What follows belongs to an exercise in optimizing a design on an open flow for small area and a short achievable clock period; a production flow would make more cautious choices.
At most, simulation tests tie the RTL to the original design; equivalence was not proved.

==> build 24 <==
==> flow/design.v (excerpt) <==
module nn_mac_engine #(
  parameter int unsigned DW      = 8,
  parameter int unsigned N_LANES = 4,
  parameter int unsigned ACC_W   = 24,
  parameter int unsigned LEN_W   = 8,
  parameter int unsigned SH_W    = 5
) (
  input  logic                    clk,
  input  logic                    rst,
  input  logic                    start,
  input  logic [LEN_W-1:0]        len,
  input  logic [SH_W-1:0]         shift,
  input  logic                    relu_en,
  input  logic [N_LANES*DW-1:0]   in_a,
  input  logic [N_LANES*DW-1:0]   in_b,
  input  logic                    in_valid,
  output logic                    in_ready,
  output logic [DW-1:0]           out_data,
  output logic                    out_valid,
  input  logic                    out_ready,
  output logic                    busy,
  output logic                    done
);
clock: 7.5 ns
lec_check: 0
abc_clock_period_in_ps: 4000
cap_margin: 20
core_margin: 2
core_utilization: 60
place_density: 0.75
setup_slack_margin: 3.5
slew_margin: 20
synth_hierarchical: 1
standard.sh (not shown) runs the stock make flow with config.mk's settings and CLKGATE_MAP_FILE= SYNTH_SCRIPT=/design/flow/synth_recipe.tcl, a recipe that flattens the netlist after the stock synthesis.
==> flow/flow/run.sh <==
#!/bin/bash
# Layout flow: the standard layout (standard.sh, unchanged synthesis), except that the
# buffers ORFS puts on the ports are the smallest plain buffer, buf_1, instead of the default
# delay-style buffer; the resizer may still size them up where timing needs it.
set -euo pipefail
bash standard.sh BUFFER_PORTS_ARGS="-buffer_cell sky130_fd_sc_hd__buf_1" finish > standard.log 2>&1
==> trial 2 (differences from build 24) <==
--- a/flow/config.mk
+++ b/flow/config.mk
@@ -9,6 +9,6 @@
 export CAP_MARGIN = 20
 export CORE_MARGIN = 2
-export CORE_UTILIZATION = 60
-export PLACE_DENSITY = 0.75
+export CORE_UTILIZATION = 40
+export PLACE_DENSITY = 0.6
 export SETUP_SLACK_MARGIN = 3.5
 export SLEW_MARGIN = 20
==> qor summary <==
metric	trial 2	build 24
Status	no timing/DRC/antenna violations	no timing/DRC/antenna violations
Share of cell area taken by multi-input logic gates	0.6810	0.6891
Final Util	0.4733	0.7051
Global-route wire length before repair	51120 um	49110 um
Cell row count	64	52
Starting density of the core	0.4045	0.6099
Worst slew pin tran	0.5205 ns	0.8611 ns
WL/cell	20.64 um	21.54 um
Fraction of final layout cells with drive strength greater than 1	0.2034	0.1941
Met2 Wirelength	17310 um	15820 um
Pre-antenna DRT Iters	7	5
Total inserted antenna cells	1	0
Grt met2 use	0.3572	0.4925
Placed cells	1555	1428
Clock latency on the worst-skew pair	0.44 ns	0.43 ns
Nets	1579	1572
Width of the chip	179.7 um	147.4 um
R2R Path End	acc[18]	acc[19]
Vias in the first global route	8777	8967
Die height	179.7 um	147.4 um
Function was not checked in any run of this note: the RTL went through the layout flow alone.

---

==> run a <==
Another version of the RTL of nn_mac_engine (not shown whole).
export LEC_CHECK = 0
export ABC_CLOCK_PERIOD_IN_PS = 4000
export CAP_MARGIN = 20
export CORE_MARGIN = 2
export CORE_UTILIZATION = 40
export PLACE_DENSITY = 0.6
export SETUP_SLACK_MARGIN = 3.5
export SLEW_MARGIN = 20
export SYNTH_HIERARCHICAL = 1
create_clock -name core_clock -period 7.5 [get_ports {clk}]
Scripts as last shown in full above: flow/flow/run.sh
==> inputs of run b, as changes to run a <==
--- a/flow/design.v
+++ b/flow/design.v
@@ -1043,44 +1043,24 @@
   always_ff @(posedge clk) begin
     acc <= busy ? (row_a + row_b) : '0;
   end
   logic             sgn;
   logic             ovf;
-  logic [17:0]      dif;           
-  logic [17:0]      thr;           
-  logic [3:0]       sh_hi, sh_md;  
-  logic [37:0]      ext;           
-  logic [13:0]      sel_hi;        
-  logic [7:0]       sel_md;        
-  logic [6:0]       low;           
+  logic [SUM_W-1:0] dif;
+  logic [SUM_W-1:0] sel;
+  logic [6:0]       low;
   always_comb begin
     sgn = acc[SUM_W-1];
-    for (int k = 0; k < 18; k++) begin
-      dif[k] = acc[k + 7] ^ sgn;
-      thr[k] = (sh <= SH_W'(k));
-    end
-    ovf = |(dif & thr);
-    for (int m = 0; m < 4; m++) begin
-      sh_hi[m] = (sh[4:3] == 2'(m));
-      sh_md[m] = (sh[2:1] == 2'(m));
-    end
-    ext = {{(38 - SUM_W){sgn}}, acc};
-    for (int y = 0; y < 14; y++) begin
-      sel_hi[y] = (sh_hi[0] & ext[y]) | (sh_hi[1] & ext[y + 8]) |
-                  (sh_hi[2] & ext[y + 16]) | (sh_hi[3] & ext[y + 24]);
-    end
-    for (int z = 0; z < 8; z++) begin
-      sel_md[z] = (sh_md[0] & sel_hi[z]) | (sh_md[1] & sel_hi[z + 2]) |
-                  (sh_md[2] & sel_hi[z + 4]) | (sh_md[3] & sel_hi[z + 6]);
-    end
-    for (int i = 0; i < 7; i++) begin
-      low[i] = sh[0] ? sel_md[i + 1] : sel_md[i];
-    end
-    out_data[7] = sgn & ~relu;
-    for (int i = 0; i < 7; i++) begin
-      out_data[i] = ~(relu & sgn) & (ovf ? ~sgn : low[i]);
-    end
+    dif = acc ^ {SUM_W{sgn}};
+    ovf = 1'b0;
+    for (int k = 0; k < SUM_W - 8; k++) begin
+      if (SH_W'(k) >= sh) ovf = ovf | dif[k + 7];
+    end
+    sel = acc >>> sh;
+    low = sel[6:0];
+    out_data[7]   = sgn & ~relu;
+    out_data[6:0] = (relu & sgn) ? 7'd0 : ovf ? {7{~sgn}} : low;
   end
 endmodule
 module nn_fa (
   input  logic a,
   input  logic b,
==> flow/run.sh (new file) <==
#!/bin/bash
# synth_recipe.tcl (not shown) runs the flow's synth.tcl, then flattens the netlist and writes it again
# the make line also repeats each setting of config.mk as NAME=value (left out here)
make -C /OpenROAD-flow-scripts/flow DESIGN_CONFIG=/design/flow/config.mk WORK_HOME=/design/flow/orfs CLKGATE_MAP_FILE= SYNTH_SCRIPT=/design/flow/synth_recipe.tcl finish
removed: flow/flow/run.sh
removed: flow/standard.sh
==> inputs of run c, as changes to run a <==
==> flow/run.sh (new file) <==
#!/bin/bash
# synth_recipe.tcl (not shown) runs the flow's synth.tcl, then flattens the netlist and writes it again
# the make line also repeats each setting of config.mk as NAME=value (left out here)
make -C /OpenROAD-flow-scripts/flow DESIGN_CONFIG=/design/flow/config.mk WORK_HOME=/design/flow/orfs CLKGATE_MAP_FILE= SYNTH_SCRIPT=/design/flow/synth_recipe.tcl finish
removed: flow/flow/run.sh
removed: flow/standard.sh
==> notes.md <==
Between run c and run a, the lower register-to-register slack is in run c (gap 0.03 ns).
Fmax, lowest first: run b, run a, run c.
Sequential share of layout area, lowest first: run b, run c, run a.
The lowest routed wire length belongs to run a, the highest to run b.
Between run b and run c, the lower die area is in run c (gap about 2.3%, measured against run c).
The lowest clock skew belongs to run c, the highest to run a.
First-iteration DRC count: run b > run c > run a.
Cell count, lowest first: run a, run c, run b.
No functional check of the RTL was part of run b.

---

==> inputs of run B <==
nn_mac_engine, a different RTL version from the one above (not shown whole).
export LEC_CHECK = 0
export ABC_CLOCK_PERIOD_IN_PS = 4000
export CAP_MARGIN = 20
export CORE_MARGIN = 2
export CORE_UTILIZATION = 40
export PLACE_DENSITY = 0.6
export SETUP_SLACK_MARGIN = 3.5
export SLEW_MARGIN = 20
export SYNTH_HIERARCHICAL = 1
create_clock -name core_clock -period 7.5 [get_ports {clk}]
==> flow/flow/run.sh <==
#!/bin/bash
# Layout flow: the standard layout (standard.sh, unchanged synthesis), except that the
# buffers ORFS puts on the ports are the smallest plain buffer, buf_1, instead of the default
# delay-style buffer; the resizer may still size them up where timing needs it.
set -euo pipefail
bash standard.sh BUFFER_PORTS_ARGS="-buffer_cell sky130_fd_sc_hd__buf_1" finish > standard.log 2>&1
==> run A (differences from run B) <==
--- a/flow/design.v
+++ b/flow/design.v
@@ -1230,17 +1230,18 @@
       q60 <= xc400;
       q61 <= xs401;
       q62 <= xc402;
   end
   assign acc_fb = acc;
   assign row_a = {acc_fb[23], acc_fb[22], acc_fb[21], acc_fb[20], acc_fb[19], acc_fb[18], yi513, ys511, ys509, ys505, ys499, yc484, yc474, ys471, yc450, yc440, ys437, yc422, ys419, ys413, yc410, yc408, yc406, yc404, acc_fb[0]};
   assign row_b = {yi519, yi518, yi517, yi516, yi515, yi514, yc512, yc510, yc506, yc500, yc492, ys491, ys483, ys473, ys461, ys449, ys439, ys429, ys421, ys415, ys411, ys409, ys407, ys405, ys403};
+  logic add;
+  assign add = v & busy;
   always_ff @(posedge clk) begin
-    if (!busy)  acc <= '0;
-    else if (v) acc <= row_a + row_b;
+    acc <= add ? (row_a + row_b) : (acc & {SUM_W{busy}});
   end
   logic             sgn;
   logic             ovf_p;         
   logic             ovf_n;         
   logic [NOV-1:0]   thr;           
   logic [3:0]       sh_hi, sh_md;  
   logic [37:0]      ext;           
==> flow/config.mk (replaced) <==
export PLATFORM = sky130hd
export DESIGN_NAME = nn_mac_engine
export DESIGN_NICKNAME = nn_mac_engine
export VERILOG_FILES = /design/flow/design.v
export SDC_FILE = /design/flow/constraint.sdc
export NUM_CORES = 4
export LEC_CHECK = 0
export ABC_CLOCK_PERIOD_IN_PS = 3500
export CAP_MARGIN = 20
export CORE_MARGIN = 2
export CORE_UTILIZATION = 40
export PLACE_DENSITY = 0.6
export SETUP_SLACK_MARGIN = 3.5
export SLEW_MARGIN = 20
export SYNTH_HIERARCHICAL = 1
==> notes.md <==
|  | run B | run A |
|---|---|---|
| Average via count per standard cell | 5.27 | 5.24 |
| Placed cells | 1583 | 1580 |
| Placed Instance Area | 12300 µm² | 12300 µm² |
| Headroom to the max-slew limit | 40.6% | 41.3% |
| Detailed Place HPWL | 25.3 mm | 25.2 mm |
| Arrival time at the worst endpoint | 4200 ps | 4170 ps |
| Starting Density | 40.5% | 40.6% |
| Repair and plain buffers | 112 | 118 |
| Fraction of standard cell area in multi-input logic | 69.8% | 69.3% |
| Non-clock inverters | 93 | 92 |
| Routed length on met2 | 14.7 mm | 15.0 mm |
| Max Clock Skew | 10.4 ps | 11.6 ps |
| Stage delay of the slowest cell on the critical path | 490 ps | 570 ps |
| Met3 routing resource usage after global routing | 2.30% | 2.17% |
| Detail-routed net length per standard cell | 19.2 µm | 18.9 µm |
| Transition time of the tightest slew-check pin | 891 ps | 879 ps |
| Non-clock buffer contribution to total cell area | 3.88% | 4.49% |
| Final layout net count | 1591 | 1596 |
| Outcome | finished clean | finished clean |
| Reg-to-Reg Start | q40$_DFF_P_ | q38$_DFF_P_ |
| Combined area of all synthesized cells | 11600 µm² | 11600 µm² |
| Highest achievable clock rate | 0.253 GHz | 0.254 GHz |
The RTL of run A was laid out without a check of its function.

---

==> willow <==
nn_mac_engine, a different RTL version from the one above (not shown whole).
Settings: LEC_CHECK=0, ABC_CLOCK_PERIOD_IN_PS=3500, CAP_MARGIN=20, CORE_MARGIN=2, CORE_UTILIZATION=40, PLACE_DENSITY=0.6, SETUP_SLACK_MARGIN=3.8, SLEW_MARGIN=20, SYNTH_HIERARCHICAL=1; clock period 7.5 ns.
Scripts as last shown in full above: flow/flow/run.sh
==> inputs of quartz, as changes to willow <==
- ABC_AREA: not set -> 1
- ABC_CLOCK_PERIOD_IN_PS: 3500 -> not set
- SETUP_SLACK_MARGIN: 3.8 -> 3.5
==> inputs of xenon, as changes to willow <==
- ABC_CLOCK_PERIOD_IN_PS: 3500 -> 4000
- SETUP_SLACK_MARGIN: 3.8 -> 3.5
==> inputs of garnet, as changes to willow <==
--- a/flow/design.v
+++ b/flow/design.v
@@ -17,15 +17,16 @@
   output logic                    in_ready,
   output logic [DW-1:0]           out_data,
   output logic                    out_valid,
   input  logic                    out_ready,
   output logic                    busy,
   output logic                    done
 );
-  localparam int unsigned SUM_W = 26;
+  localparam int unsigned SUM_W = 25;
+  localparam int unsigned NOV   = SUM_W - 8;
   logic             agg;
   logic             beat;
   logic             last;
   logic [LEN_W-1:0] cnt;
   logic [SH_W-1:0]  sh;
   logic             relu;
   logic signed [SUM_W-1:0] acc;
@@ -838,15 +839,14 @@
   wire yi513 = ~acc_fb[18];
   wire yi514 = ~acc_fb[19];
   wire yi515 = ~acc_fb[20];
   wire yi516 = ~acc_fb[21];
   wire yi517 = ~acc_fb[22];
   wire yi518 = ~acc_fb[23];
   wire yi519 = ~acc_fb[24];
-  wire yi520 = ~acc_fb[25];
   logic q0;
   logic q1;
   logic q2;
   logic q3;
   logic q4;
   logic q5;
   logic q6;
@@ -976,31 +976,31 @@
       q62 <= xc384;
       q63 <= xs391;
       q64 <= xc392;
       q65 <= xs393;
       q66 <= xc394;
   end
   assign acc_fb = acc;
-  assign row_a = {acc_fb[24], acc_fb[23], acc_fb[22], acc_fb[21], acc_fb[20], acc_fb[19], acc_fb[18], yi513, ys511, ys509, ys505, ys499, yc484, yc474, ys471, yc450, yc440, yc430, ys427, yc412, ys409, ys403, yc400, yc398, yc396, acc_fb[0]};
-  assign row_b = {yi520, yi519, yi518, yi517, yi516, yi515, yi514, yc512, yc510, yc506, yc500, yc492, ys491, ys483, ys473, ys461, ys449, ys439, ys429, ys419, ys411, ys405, ys401, ys399, ys397, ys395};
+  assign row_a = {acc_fb[23], acc_fb[22], acc_fb[21], acc_fb[20], acc_fb[19], acc_fb[18], yi513, ys511, ys509, ys505, ys499, yc484, yc474, ys471, yc450, yc440, yc430, ys427, yc412, ys409, ys403, yc400, yc398, yc396, acc_fb[0]};
+  assign row_b = {yi519, yi518, yi517, yi516, yi515, yi514, yc512, yc510, yc506, yc500, yc492, ys491, ys483, ys473, ys461, ys449, ys439, ys429, ys419, ys411, ys405, ys401, ys399, ys397, ys395};
   always_ff @(posedge clk) begin
     acc <= busy ? (row_a + row_b) : '0;
   end
   logic             sgn;
   logic             ovf;
-  logic [17:0]      dif;           
-  logic [17:0]      thr;           
+  logic [NOV-1:0]   dif;           
+  logic [NOV-1:0]   thr;           
   logic [3:0]       sh_hi, sh_md;  
   logic [37:0]      ext;           
   logic [13:0]      sel_hi;        
   logic [7:0]       sel_md;        
   logic [6:0]       low;           
   always_comb begin
     sgn = acc[SUM_W-1];
-    for (int k = 0; k < 18; k++) begin
+    for (int k = 0; k < NOV; k++) begin
       dif[k] = acc[k + 7] ^ sgn;
       thr[k] = (sh <= SH_W'(k));
     end
     ovf = |(dif & thr);
     for (int m = 0; m < 4; m++) begin
       sh_hi[m] = (sh[4:3] == 2'(m));
       sh_md[m] = (sh[2:1] == 2'(m));
- ABC_CLOCK_PERIOD_IN_PS: 3500 -> 4500
- SETUP_SLACK_MARGIN: 3.8 -> 3.0
==> summary of the runs <==
- willow ran to the end with no violations. xenon completed with no timing, DRC or antenna violations. quartz produced a clean layout. garnet completed without violations.
- Fmax, highest first: willow, quartz, xenon, garnet.
- In register-to-register slack, xenon and willow hardly differ.
- Between garnet and xenon, the lower first-iteration DRC count is in xenon (gap 12%, measured against xenon).
- Final cell count, lowest first: garnet, xenon, willow, quartz.
- Of garnet and xenon, xenon has the higher worst setup slack (gap 0.30 ns).
- Wire length, lowest first: willow, garnet, xenon, quartz.
- Against garnet, the worst hold slack of willow is worse by 0.00086 ns.
- Utilization: garnet < quartz < xenon < willow.
- In xenon the final area is smaller than in willow, by about 5%.
==> figures <==
|  | willow | xenon | garnet | quartz |
|---|---|---|---|---|
| Outcome | no timing/DRC/antenna violations | no timing/DRC/antenna violations | no timing/DRC/antenna violations | no timing/DRC/antenna violations |
| Std-Cell Core Area | 28900 sq um | 28900 sq um | 29500 sq um | 31600 sq um |
| PostCTS Resize Cnt | 115 | 44 | 1 | 36 |
| Total of fill cells in the finished design | 2615 | 2658 | 2851 | 3145 |
| Most common cell after layout, fill and taps aside | fa_2 | and2_1 | fa_1 | nand2_1 |
| Via total after detailed routing | 8437 | 8382 | 8452 | 10400 |
| Overall routed net length | 32.5 mm | 34.0 mm | 32.6 mm | 36.8 mm |
| Average routed wire per standard cell | 20.4 microns | 21.5 microns | 20.5 microns | 17.4 microns |
| Slew at the pin closest to its max-slew limit | 0.643 ns | 0.991 ns | 0.970 ns | 0.741 ns |
| Unique masters post-synth | 61 | 61 | 64 | 35 |
| Number of core rows | 62 | 62 | 63 | 65 |
| Count of mapped cells out of synthesis | 1071 | 1071 | 1103 | 1658 |
| Number of ordinary inverters in the final layout | 27 | 27 | 29 | 326 |
| Path depth of the worst reg2reg path | 13 | 13 | 12 | 15 |
| Net total in the final layout | 1575 | 1564 | 1555 | 2078 |
| Setup WS pre-CTS | 2.86 ns | 2.87 ns | 2.26 ns | 2.60 ns |
| Setup Buffers After CTS | 46 | 26 | 1 | 16 |
| Synthesis-stage register bit count | 110 | 110 | 109 | 110 |
| Sum of routed wire segments on met1 | 13.9 mm | 14.4 mm | 14.8 mm | 16.5 mm |
No run of this note included a check of the RTL's function; only the layout flow was run.

-- separate check: timing with driven ports --
The flow's constraints put no driver on any port. The routed layouts listed below were extracted and timed again, unchanged, in two steps.
Step 1 sets driving cells, clkbuf_16 on the clock port and buf_2 on the other inputs (assumed; they add their load-dependent delay and slew).
Step 2 moves the port delays by t, midway between the first and last clock arrival at a register: inputs arrive t later, outputs are due t later. That takes back most of the time a late clock gives input paths.
Slacks: ideal / step 1 / step 2; pairs: ideal / step 1.
run | shift t [ns] | slack for setup (ns) | hold WS [ns]
build 24 | 0.468 | 3.525 / 3.535 / 3.084 | 0.549 / 0.549 / 0.549
trial 2 | 0.475 | 3.546 / 3.530 / 3.108 | 0.560 / 0.560 / 0.560
run a of note 2 | 0.477 | 3.428 / 3.380 / 3.079 | 0.549 / 0.549 / 0.549
run b of note 2 | 0.478 | 3.264 / 3.215 / 3.067 | 0.574 / 0.574 / 0.574
run c of note 2 | 0.466 | 3.462 / 3.416 / 3.063 | 0.558 / 0.558 / 0.558
run B of note 3 | 0.400 | 3.542 / 3.564 / 3.164 | 0.553 / 0.553 / 0.553
run A of note 3 | 0.392 | 3.557 / 3.575 / 3.183 | 0.543 / 0.543 / 0.543
willow | 0.400 | 3.518 / 3.472 / 3.112 | 0.560 / 0.560 / 0.560
quartz | 0.406 | 3.487 / 3.509 / 3.103 | 0.558 / 0.558 / 0.558
xenon | 0.404 | 3.473 / 3.471 / 3.066 | 0.550 / 0.550 / 0.550
garnet | 0.403 | 3.174 / 3.196 / 2.792 | 0.561 / 0.561 / 0.561
After both steps setup and hold are still met in every run listed. The setup slack of build 24, which loses most, moves by +0.010 ns with the drivers and by -0.441 ns with both steps.
